What follows belongs to an exercise in optimizing a design on an open flow for a short achievable clock period and few clock cycles; a production flow would make more cautious choices. At most, simulation tests tie the RTL to the original design; equivalence was not proved. The flow treats the clock pin as an ideal source, which a real chip does not have.

==> run a: inputs <==
## pipeCpu
module pipeCpu (
  input  logic                  clk,
  input  logic                  rstN,
  input  logic                  imemWrEn,     
  input  pipeCpuPkg::imemAddr_t imemWrAddr,
  input  pipeCpuPkg::word_t     imemWrData,
  output pipeCpuPkg::word_t     pc,
  output logic                  hlt,
  output logic                  wbEn,         
  output pipeCpuPkg::regAddr_t  wbAddr,
  output pipeCpuPkg::word_t     wbData
);
  function automatic logic [15:0] add16(input logic [15:0] a, input logic [15:0] b,
                                        input logic cin);
    logic [15:0] g, p, gg, pp;
    g  = a & b;
    p  = a ^ b;
    gg = g;
    pp = p;
    gg[0] = g[0] | (p[0] & cin);
    for (int d = 1; d < 16; d = d * 2) begin
      for (int i = 15; i >= d; i--) begin
        gg[i] = gg[i] | (pp[i] & gg[i-d]);
        pp[i] = pp[i] & pp[i-d];
      end
    end
    add16 = p ^ {gg[14:0], cin};
  endfunction
  function automatic logic [7:0] add8(input logic [7:0] a, input logic [7:0] b);
    logic [7:0] g, p, gg, pp;
    g  = a & b;
    p  = a ^ b;
    gg = g;
    pp = p;
    for (int d = 1; d < 8; d = d * 2) begin
      for (int i = 7; i >= d; i--) begin
        gg[i] = gg[i] | (pp[i] & gg[i-d]);
        pp[i] = pp[i] & pp[i-d];
      end
    end
    add8 = p ^ {gg[6:0], 1'b0};
  endfunction
  logic [15:0] imem0 [0:63];
  logic [15:0] imem1 [0:63];
  logic [15:0] imem2 [0:63];
  logic [15:0] imem3 [0:63];
  always_ff @(posedge clk) begin
    if (imemWrEn && imemWrAddr[1:0] == 2'd0) imem0[imemWrAddr[7:2]] <= imemWrData;
  end
  ...
Settings: LEC_CHECK=0, CAP_MARGIN=20, CORE_MARGIN=2, CORE_UTILIZATION=65, PLACE_DENSITY=0.75, SETUP_SLACK_MARGIN=4.8, SLEW_MARGIN=20, TNS_END_PERCENT=5; clock period 8.0 ns.
standard.sh (not shown) runs the stock make flow with config.mk's settings and CLKGATE_MAP_FILE= SYNTH_SCRIPT=/design/flow/synth_recipe.tcl, a recipe that flattens the netlist after the stock synthesis.
==> flow/flow/run.sh <==
#!/bin/bash
# Own layout flow: the standard flow (standard.sh, unchanged synthesis),
# with the port buffers made of a plain buffer cell instead of the one
# buffer_ports picks by default (a slow delay cell here).
set -euo pipefail
export BUFFER_PORTS_ARGS="-buffer_cell sky130_fd_sc_hd__buf_4"
bash standard.sh > standard_flow.log 2>&1
==> run b (differences from run a) <==
--- a/flow/design.v
+++ b/flow/design.v
@@ -89,15 +89,15 @@
     if (imemWrEn && imemWrAddr[1:0] == 2'd3) imem3[imemWrAddr[7:2]] <= imemWrData;
   end
   logic [15:0] w0, w1, w2, w3;
   logic [15:0] lineA [0:3];
   logic [15:0] lineB [0:3];
   logic [15:0] lineC [0:3];
   logic [7:0]  fa;
-  logic [63:0] rlOH;                
+  logic [5:0]  rl;
   logic [8:0]  pcD;                 
   logic [1:0]  c;                   
   logic [15:0] m0, m1;
   logic        lineCross;
   always_comb begin
     case (fa[1:0])
       2'd0:    begin m0 = lineA[0]; m1 = lineA[1]; end
@@ -145,53 +145,40 @@
       lineA[3] <= lineB[3];
       lineB[0] <= lineC[0];
       lineB[1] <= lineC[1];
       lineB[2] <= lineC[2];
       lineB[3] <= lineC[3];
     end
   end
-  logic [15:0] lineRead0, lineRead1, lineRead2, lineRead3;
-  always_comb begin
-    lineRead0 = '0;
-    lineRead1 = '0;
-    lineRead2 = '0;
-    lineRead3 = '0;
-    for (int i = 0; i < 64; i++) begin
-      lineRead0 = lineRead0 | ({16{rlOH[i]}} & imem0[i]);
-      lineRead1 = lineRead1 | ({16{rlOH[i]}} & imem1[i]);
-      lineRead2 = lineRead2 | ({16{rlOH[i]}} & imem2[i]);
-      lineRead3 = lineRead3 | ({16{rlOH[i]}} & imem3[i]);
-    end
-  end
   always_ff @(posedge clk) begin
-    lineC[0] <= lineRead0;
-    lineC[1] <= lineRead1;
-    lineC[2] <= lineRead2;
-    lineC[3] <= lineRead3;
+    lineC[0] <= imem0[rl];
+    lineC[1] <= imem1[rl];
+    lineC[2] <= imem2[rl];
+    lineC[3] <= imem3[rl];
   end
   logic [8:0] pcInc1, pcInc2;
   logic [7:0] faInc1, faInc2;
   assign pcInc1 = pcD + 9'd1;
   assign pcInc2 = pcD + 9'd2;
   assign faInc1 = fa + 8'd1;
   assign faInc2 = fa + 8'd2;
   always_ff @(posedge clk or negedge rstN) begin
     if (!rstN) begin
       fa  <= 8'd4;
-      rlOH <= 64'd8;
+      rl  <= 6'd3;
       pcD <= 9'd0;
     end else begin
       if (c == 2'd2) begin
         fa  <= faInc2;
         pcD <= pcInc2;
       end else if (c == 2'd1) begin
         fa  <= faInc1;
         pcD <= pcInc1;
       end
-      if (lineCross) rlOH <= {rlOH[62:0], rlOH[63]};
+      if (lineCross) rl <= rl + 6'd1;
     end
   end
   logic [15:0] rAdd, rOth, rL, rRes;
   logic        rEn, rSelAdd, rSelL;
   logic [3:0]  rDest;
   assign rRes = rSelAdd ? rAdd : rSelL ? rL : rOth;
   logic [15:0] regs [1:15];
@@ -331,27 +318,22 @@
     dSbo   <= p1O && dDest == sRs;
     dSbl   <= p1L && dDest == sRs;
     dSds   <= p1S && dDest == sRd;
     dSdo   <= p1O && dDest == sRd;
     dSdl   <= p1L && dDest == sRd;
   end
   logic [7:0]   lBase, sBaseD, la, sa;
-  logic [255:0] laOH;
   assign lBase  = gLi ? eImm[7:0] : gL2 ? rRes[7:0] : dLb;
   assign sBaseD = gSbi ? eImm[7:0] : gSb2 ? rRes[7:0] : dSb;
   assign la     = add8(lBase, {{4{dLimm[3]}}, dLimm});
   assign sa     = add8(sBaseD, {{4{dSimm[3]}}, dSimm});
-  always_comb begin
-    for (int i = 0; i < 256; i++) laOH[i] = (la == i[7:0]);
-  end
   logic         kSub, kAnd, kNor, kSll, kSrl, kSra, eByp, eSaOK;
   logic         fAs, fAo, fAl, fBs, fBo, fBl, fSbs, fSbo, fSbl, fSds, fSdo, fSdl;
   logic [15:0]  eA, eB, eSd;
   logic [7:0]   eLa, eSb, eSa;
-  logic [255:0] eLaOH;
   logic [3:0]   eSh, eSimm;
   always_ff @(posedge clk or negedge rstN) begin
     if (!rstN) begin
       eW <= 1'b0;
       eS <= 1'b0;
       eH <= 1'b0;
     end else begin
@@ -372,15 +354,14 @@
     eLd   <= dLd;
     eLlb  <= dLlb;
     eImm  <= dImm;
     eSh   <= dSh;
     eA    <= gA2 ? rRes : dA;
     eB    <= gB2 ? rRes : dB;
     eLa   <= la;
-    eLaOH <= laOH;
     eSa   <= sa;
     eSaOK <= !dSlate;
     eSb   <= gSb2 ? rRes[7:0] : dSb;
     eSimm <= dSimm;
     eSd   <= gSd2 ? rRes : dSd;
     eByp  <= dByp;
     fAs   <= dAs;
@@ -411,18 +392,15 @@
   assign sra   = $signed(opA) >>> eSh;
   assign sBase = fwd(fSbs, fSbo, fSbl, {8'd0, eSb});
   assign sAddr = eSaOK ? eSa : add8(sBase[7:0], {{4{eSimm[3]}}, eSimm});
   assign sData = fwd(fSds, fSdo, fSdl, eSd);
   logic        mS;
   logic [7:0]  mAddr;
   logic [15:0] mData;
-  always_comb begin
-    ldRaw = '0;
-    for (int i = 0; i < 256; i++) ldRaw = ldRaw | ({16{eLaOH[i]}} & dmem[i]);
-  end
+  assign ldRaw = dmem[eLa];
   assign ldv = (eByp && eSa == eLa)   ? sData :
                (mS && mAddr == eLa)    ? mData : ldRaw;
   always_comb begin
     othRes = eImm;                                
     if (kAnd) othRes = opA & opB;
     if (kNor) othRes = ~(opA | opB);
     if (kSll) othRes = shl;
==> flow/flow/run.sh (replaced) <==
#!/bin/bash
# Own layout flow: the standard flow (standard.sh, unchanged synthesis)
# with two changes to how the layout is optimised:
#  - the port buffers use a plain buffer cell instead of the delay cell
#    buffer_ports picks by default;
#  - after placement, before clock tree synthesis, a full setup repair with
#    placement parasitics (post_resize.tcl).
set -euo pipefail
export BUFFER_PORTS_ARGS="-buffer_cell sky130_fd_sc_hd__buf_4"
export POST_RESIZE_TCL="$(pwd)/flow/post_resize.tcl"
bash standard.sh > standard_flow.log 2>&1
==> flow/flow/post_resize.tcl (new file) <==
# Setup repair after placement (ideal clocks, placement parasitics)
repair_timing -setup -setup_margin $::env(SETUP_SLACK_MARGIN) -repair_tns 10 -verbose
==> flow/config.mk (replaced) <==
export PLATFORM = sky130hd
export DESIGN_NAME = pipeCpu
export DESIGN_NICKNAME = pipeCpu
export VERILOG_FILES = /design/flow/design.v
export SDC_FILE = /design/flow/constraint.sdc
export NUM_CORES = 4
export LEC_CHECK = 0
export CAP_MARGIN = 20
export CORE_MARGIN = 2
export CORE_UTILIZATION = 55
export PLACE_DENSITY = 0.7
export SETUP_SLACK_MARGIN = 4.8
export SLEW_MARGIN = 20
export TNS_END_PERCENT = 5
==> run notes <==
status stopped before the end; failing step 3_4_place_resized; Stop Error Error: resize.tcl, 39 can't read "::env(SETUP_SLACK_MARGIN)": no such variable; ranking of synthesized cells by area edfxtp_1, mux4_2, dfxtp_1; FP Rows 296; die height 812 um; post-synthesis compound-gate area fraction 4.22%; Initial Utilization 55.2%; Seq/Total Area, Yosys 74.3%
(the above is from run b)
==> run notes <==
status stopped before the end; failing step 5_1_grt; Stop Error [ERROR GRT-0232] Routing congestion too high. Check the congestion heatmap in the GUI.; die height 736 um; FP Rows 268; Initial Utilization 65.3%; post-synthesis compound-gate area fraction 13.1%; ranking of synthesized cells by area edfxtp_1, a22o_1, a221oi_1
(the above is from run a)
Testbench counts of run b, summed over its fixed seeds: cycles 11,338.
Only the layout flow was run in run a; the RTL was not checked for function there.
